This is an optimization exercise on Yosys and OpenROAD, whose aim is a short achievable clock period and few clock cycles, not a production implementation.
Function was checked by simulation only, so behaviour that the tests miss may differ from the original.
No activity file was given, so power comes from the tool's default toggle rates.

## pipeline
module pipeline (
    input  logic                        clock,
    input  logic                        reset,
    input  logic [32-1:0]            mem_rdata,     
    output logic [1:0]                  mem_command,   
    output logic [32-1:0]            mem_addr,
    output logic [32-1:0]            mem_wdata,
    output logic                        commit_valid,
    output logic                        commit_wr_en,
    output logic [5-1:0]       commit_wr_idx,
    output logic [32-1:0]            commit_wr_data,
    output logic [32-1:0]            commit_npc,
    output logic [31:0]                 commit_inst
);
clock: 5.5 ns
lec_check: 0
cap_margin: 20
core_margin: 2
core_utilization: 35
cts_cluster_diameter: 60
cts_cluster_size: 30
place_density: 0.45
setup_slack_margin: 3.5
slew_margin: 20
synth_hierarchical: 1
tns_end_percent: 100
run.sh (not shown) runs the stock make flow with config.mk's settings and CLKGATE_MAP_FILE= SYNTH_SCRIPT=/design/flow/synth_recipe.tcl, a recipe that flattens the netlist after the stock synthesis.
Testbench counts at the start, summed over its fixed seeds: cycles 33,482.
==> next run, changes <==
Settings changed: CORE_UTILIZATION 35 to 42, PLACE_DENSITY 0.45 to 0.52, SETUP_SLACK_MARGIN 3.5 to 3.2.
The new run finished clean.
Clock power falls by roughly a tenth.
Total power falls by roughly a tenth.
Non-clock buffer count falls by 432.
Wire length falls by roughly a tenth.
Worst setup slack gets better by 0.090 ns.
Flip-flop and latch count is unchanged.
Hold slack gets better by 0.012 ns.
Maximum frequency rises by a few percent.
Cell count falls by a little under a tenth.
Count of clock-buffer cells in the layout falls by 32.

* * *

job 3332:
pipeline, a different RTL version from the one above (not shown whole).
For scale: roughly 8600 cells after synthesis, about 200 I/O pins.
make LEC_CHECK=0 CAP_MARGIN=20 CORE_MARGIN=2 CORE_UTILIZATION=48 CTS_CLUSTER_DIAMETER=100 CTS_CLUSTER_SIZE=25 PLACE_DENSITY=0.58 SETUP_SLACK_MARGIN=3.2 SLEW_MARGIN=20 SYNTH_HIERARCHICAL=1 TNS_END_PERCENT=100 finish   # period 5.5 ns
Testbench counts of job 3332, summed over its fixed seeds: cycles 33,482.
Relative to job 3332, the following input files were edited for job 1349:
# job 3332
export LEC_CHECK = 0
export CAP_MARGIN = 20
export CORE_MARGIN = 2
export CORE_UTILIZATION = 48
export CTS_CLUSTER_DIAMETER = 100
export CTS_CLUSTER_SIZE = 25
export PLACE_DENSITY = 0.58
export SETUP_SLACK_MARGIN = 3.2
export SLEW_MARGIN = 20
export SYNTH_HIERARCHICAL = 1
export TNS_END_PERCENT = 100
create_clock -name core_clock -period 5.5 [get_ports {clock}]
# job 1349
export LEC_CHECK = 0
export CAP_MARGIN = 20
export CORE_MARGIN = 2
export CORE_UTILIZATION = 42
export CTS_CLUSTER_DIAMETER = 100
export CTS_CLUSTER_SIZE = 25
export PLACE_DENSITY = 0.52
export SETUP_SLACK_MARGIN = 3.0
export SLEW_MARGIN = 20
export SYNTH_HIERARCHICAL = 1
export TNS_END_PERCENT = 100
create_clock -name core_clock -period 5.5 [get_ports {clock}]
## What came out
Comparing job 1349 and job 3332, final routed wirelength across all metal layers is lower on job 3332. On job 1349: final weighted congestion of routability-driven global placement is about 2.2% lower than what job 3332 gave. Diff job 3332 -> job 1349: total power after layout decreased by about 2% relative to the old numbers; final core utilization shows a reduction of 8.0 points; post-route cell area lower; final cell count picked up an extra 2.0%; worst-case setup slack after placement shows a reduction of 0.38 ns. Cell count along the critical path (lower): job 3332. [compare] base=job 3332 new=job 1349: clock network area share went up, worst hold slack did not really move.
Inputs modified between job 1349 and job 6054:
# job 1349
export LEC_CHECK = 0
export CAP_MARGIN = 20
export CORE_MARGIN = 2
export CORE_UTILIZATION = 42
export CTS_CLUSTER_DIAMETER = 100
export CTS_CLUSTER_SIZE = 25
export PLACE_DENSITY = 0.52
export SETUP_SLACK_MARGIN = 3.0
export SLEW_MARGIN = 20
export SYNTH_HIERARCHICAL = 1
export TNS_END_PERCENT = 100
create_clock -name core_clock -period 5.5 [get_ports {clock}]
# job 6054
export LEC_CHECK = 0
export CAP_MARGIN = 20
export CORE_MARGIN = 2
export CORE_UTILIZATION = 42
export CTS_CLUSTER_DIAMETER = 100
export CTS_CLUSTER_SIZE = 25
export PLACE_DENSITY = 0.52
export SETUP_SLACK_MARGIN = 3.2
export SLEW_MARGIN = 20
export SYNTH_HIERARCHICAL = 1
export TNS_END_PERCENT = 100
create_clock -name core_clock -period 5.5 [get_ports {clock}]
### Flow results
reg2out as the type of the setup path with the least slack was reported by job 6054, and reg2reg by job 1349. From job 1349 to job 6054 the numbers moved as follows: least setup slack across all paths after layout picked up an extra 0.089 ns, final critical delay including setup and external delays went down, final area has increased. Having completed the whole flow, job 6054 delivered a layout that passed the timing, design-rule and antenna checks. Net load switching power in job 6054 vs job 1349: up 0.61 mW.

==> port drivers added, routing unchanged <==
Ports are ideal in the flow. The routed layouts listed here were re-timed in OpenROAD. Step 1 assumes that a clkbuf_16 drives the clock port and a buf_2 every other input. Step 2 adds t to the input delays and takes it off the output delays; t is the mean of the earliest and latest rising clock arrival at the registers after step 1. Input paths then give back, and output paths get back, about the clock's delay inside the block. a / b / c = ideal / step 1 / step 2; a / b = the first two.
run	t, ns	setup WS [ns]	pins driven straight from the clock port
the first run of note 1	1.004	2.920 / 2.817 / 2.408	1
the second run of note 1	0.948	3.010 / 2.916 / 2.275	1
job 3332	0.924	3.020 / 2.933 / 2.246	1
job 1349	0.921	2.935 / 2.917 / 2.170	1
job 6054	0.935	3.024 / 2.923 / 2.305	1
After both steps every run listed still meets setup and hold. The setup slack of job 3332, which loses most, moves by -0.087 ns with the drivers and by -0.774 ns with both steps.
